Background: an optimization exercise with open tools, aiming at small area, a short achievable clock period and few clock cycles per item. Do not read the settings as production practice.
Function was checked by simulation only, so behaviour that the tests miss may differ from the original.
Power is estimated from default activity; no workload was simulated.

## job 7950
Design wildcard_byte_pattern_scan, start of the top module:
module wildcard_byte_pattern_scan
(
    input  wire logic          clk,
    input  wire logic          rst_n,
    input  wire logic          cfg_write,
    input  wire logic [1:0]    cfg_index,
    input  wire logic [63:0]   cfg_data,
    input  wire logic          item_valid,
    output logic               item_ready,
    input  wire logic [8:0]    item_in,
    output logic               result_valid,
    input  wire logic          result_ready,
    output logic [32:0]        result_out
);
Settings: LEC_CHECK=0, CAP_MARGIN=20, CORE_MARGIN=2, CORE_UTILIZATION=40, CTS_BUF_LIST=sky130_fd_sc_hd__clkbuf_4 sky130_fd_sc_hd__clkbuf_8 sky130_fd_sc_hd__clkbuf_16, CTS_CLUSTER_DIAMETER=80, CTS_CLUSTER_SIZE=20, SETUP_SLACK_MARGIN=3.5, SLEW_MARGIN=20, TNS_END_PERCENT=10; clock period 6.0 ns.
standard.sh (not shown) runs the stock make flow with config.mk's settings and CLKGATE_MAP_FILE= SYNTH_SCRIPT=/design/flow/synth_recipe.tcl, a recipe that flattens the netlist after the stock synthesis.
==> flow/flow/run.sh <==
#!/bin/bash
# Layout flow: the standard flow (standard.sh), except that the port
# buffers that global placement inserts are plain sky130 buffers (buf_1,
# resized later where timing needs it) instead of the delay buffer that
# buffer_ports picks by default. Each step's full output goes to its own log.
set -euo pipefail
export BUFFER_PORTS_ARGS="-buffer_cell sky130_fd_sc_hd__buf_1"
bash standard.sh synth > synth.log 2>&1
bash standard.sh finish > finish.log 2>&1
Testbench counts of job 7950, summed over its fixed seeds: cycles 112,139, bytes 110,795.
Inputs modified between job 7950 and job 3624:
==> flow/flow/run.sh <==
#!/bin/bash
# Layout flow: the standard flow (standard.sh) with two changes after the
# standard synthesis, which runs unchanged:
#  - the port buffers that global placement inserts are plain sky130 buffers
#    (buf_1, resized later where timing needs it) instead of the delay buffer
#    that buffer_ports picks by default;
#  - the delay cells are not used by the placement, CTS and routing repairs,
#    so that a resized port or fanout buffer is a plain buffer.
# Each step's full output goes to its own log in this folder.
set -euo pipefail
bash standard.sh synth > synth.log 2>&1
export BUFFER_PORTS_ARGS="-buffer_cell sky130_fd_sc_hd__buf_1"
DLY=""
for c in clkdlybuf4s15_1 clkdlybuf4s15_2 clkdlybuf4s18_1 clkdlybuf4s18_2 \
         clkdlybuf4s25_1 clkdlybuf4s25_2 clkdlybuf4s50_1 clkdlybuf4s50_2 \
         dlygate4sd1_1 dlygate4sd2_1 dlygate4sd3_1 \
         dlymetal6s2s_1 dlymetal6s4s_1 dlymetal6s6s_1; do
  DLY="$DLY sky130_fd_sc_hd__$c"
done
export DONT_USE_CELLS="$DLY"
bash standard.sh finish > finish.log 2>&1
--- a/flow/config.mk
+++ b/flow/config.mk
@@ -14 +14 @@
-export SETUP_SLACK_MARGIN = 3.5
+export SETUP_SLACK_MARGIN = 3.75
@@ -16 +15,0 @@
-export TNS_END_PERCENT = 10
- In the reports for job 7950 and job 3624, the smaller fraction of the cycle the final worst path needs belongs to job 3624.
- Max quantity of gates resized following cts across job 7950 and job 3624: job 3624
- The estimated power of job 3624 ends up higher than the estimate for job 7950.
- Destination of the critical timing path = p_reg[8]: job 3624; destination of the critical timing path = off_reg[13]: job 7950
- Global-route usage essentially unchanged between job 3624 and job 7950.
- Clock share of power: job 3624 < job 7950
- Job 3624: count of buffering cells on the critical path with inverters included 3 above job 7950
- Sort job 7950 and job 3624 by clock distribution area overhead in the final layout, descending, and job 7950 comes first.
## Diff of input files: job 2259 against job 3624
==> flow/flow/run.sh <==
#!/bin/bash
# Layout flow: the standard flow (standard.sh), except that the port
# buffers that global placement inserts are plain sky130 buffers (buf_1,
# resized later where timing needs it) instead of the delay buffer that
# buffer_ports picks by default. Each step's full output goes to its own log.
set -euo pipefail
export BUFFER_PORTS_ARGS="-buffer_cell sky130_fd_sc_hd__buf_1"
bash standard.sh synth > synth.log 2>&1
bash standard.sh finish > finish.log 2>&1
--- a/flow/config.mk
+++ b/flow/config.mk
@@ -8 +8 @@
-export CAP_MARGIN = 20
+export CAP_MARGIN = 50
@@ -14,2 +14,2 @@
-export SETUP_SLACK_MARGIN = 3.75
-export SLEW_MARGIN = 20
+export SETUP_SLACK_MARGIN = 3.5
+export SLEW_MARGIN = 70
==> run summary <==
- Job 2259: no failed stages, no open violations at the end
- In the reports for job 3624 and job 2259, the smaller area of placed instances belongs to job 3624.
- Compared with job 3624, the detailed router inserted fewer vias in job 2259.
- Of job 3624 and job 2259, job 2259 shows the lower final instance area, with job 3624 above it.
- Compared with job 3624, job 2259 shows a lower power consumption.
- Diff job 2259..job 3624 | post-synthesis instance total | unchanged
- Diff job 3624 -> job 2259: layout multi-input combinational cell count now smaller; count of clock buffers in the final design now smaller.
- On clock skew: between job 3624 and job 2259, it ends up higher for job 3624.
Changes in job 9306 relative to job 2259:
--- a/flow/config.mk
+++ b/flow/config.mk
@@ -8 +8 @@
-export CAP_MARGIN = 50
+export CAP_MARGIN = 20
@@ -14 +14 @@
-export SETUP_SLACK_MARGIN = 3.5
+export SETUP_SLACK_MARGIN = 3.65
@@ -15,0 +16 @@
+export TNS_END_PERCENT = 10
## What came out
Status: final design area excluding fillers parity (job 2259, job 9306)
On total power draw, job 2259 tracks job 9306 almost exactly.
Job 9306 vs job 2259 — global placer's final weighted congestion rose 0.52%.
Global-route usage essentially unchanged between job 2259 and job 9306.
For job 9306, the standard cell with the maximum stage delay on the critical path was sky130_fd_sc_hd__dfstp_2, unlike job 2259, where it was sky130_fd_sc_hd__mux4_1.
| worst hold slack | job 9306 vs job 2259 | 14 ps lower |
The inputs of job 5491 differ from those of job 9306 as listed below.
--- a/flow/config.mk
+++ b/flow/config.mk
@@ -14 +14 @@
-export SETUP_SLACK_MARGIN = 3.65
+export SETUP_SLACK_MARGIN = 3.7
### Flow results
Job 9306 -> job 5491: path length in cells of the critical path delta 0, exact match
Diff job 9306 -> job 5491 | final standard cell count with taps included and fillers excluded | increase of 10
The flow did not stop early for job 5491: all stages ran, and the layout cleared the timing, design-rule and antenna checks.
Every stage of the flow completed for job 9306, and the final layout passed the timing, design-rule and antenna checks.
Job 9306 → job 5491: wire length on met1 -about 1.8%, met2 wire length shows an increase of 2.2%, final wirelength level, count of clock-buffer cells in the layout was more or less identical.
Side by side, share of power burned in combinational logic turned out higher in job 5491 than in job 9306.
Between job 5491 and job 9306, cell area after layout is higher for job 5491, job 9306 comes in under that.
Job 9306 → job 5491: slew of the pin with the lowest slew margin shows a reduction of 12 ps; sequential share of layout area dropped 0.62 points; arrival time at the worst endpoint now sits at about the same level.

-- port drivers added, routing unchanged --
The flow's constraints put no driver on any port. The routed layouts listed below were extracted and timed again, unchanged, in two steps.
Step 1 sets driving cells, clkbuf_16 on the clock port and buf_2 on the other inputs (assumed; they add their load-dependent delay and slew).
Step 2 moves the port delays by t, midway between the first and last clock arrival at a register: inputs arrive t later, outputs are due t later. That takes back most of the time a late clock gives input paths.
Slacks: ideal / step 1 / step 2; pairs: ideal / step 1.
| run | t, ns | slack for setup (ns) | hold slack, ns | worst setup path at the end | worst data-port slew with drivers (ns) |
|---|---|---|---|---|---|
| job 7950 | 0.516 | 3.524 / 3.512 / 3.098 | 0.545 / 0.545 / 0.545 | input to register | 0.07 |
| job 3624 | 0.513 | 3.684 / 3.641 / 3.184 | 0.537 / 0.537 / 0.537 | input to register | 0.06 |
| job 2259 | 0.520 | 3.620 / 3.592 / 3.142 | 0.547 / 0.547 / 0.547 | input to register | 0.06 |
| job 9306 | 0.528 | 3.642 / 3.595 / 3.210 | 0.533 / 0.533 / 0.533 | input to register | 0.07 |
| job 5491 | 0.528 | 3.645 / 3.598 / 3.269 | 0.534 / 0.534 / 0.534 | input to register | 0.07 |
After both steps setup and hold are still met in every run listed. The setup slack of job 3624, which loses most, moves by -0.043 ns with the drivers and by -0.500 ns with both steps.
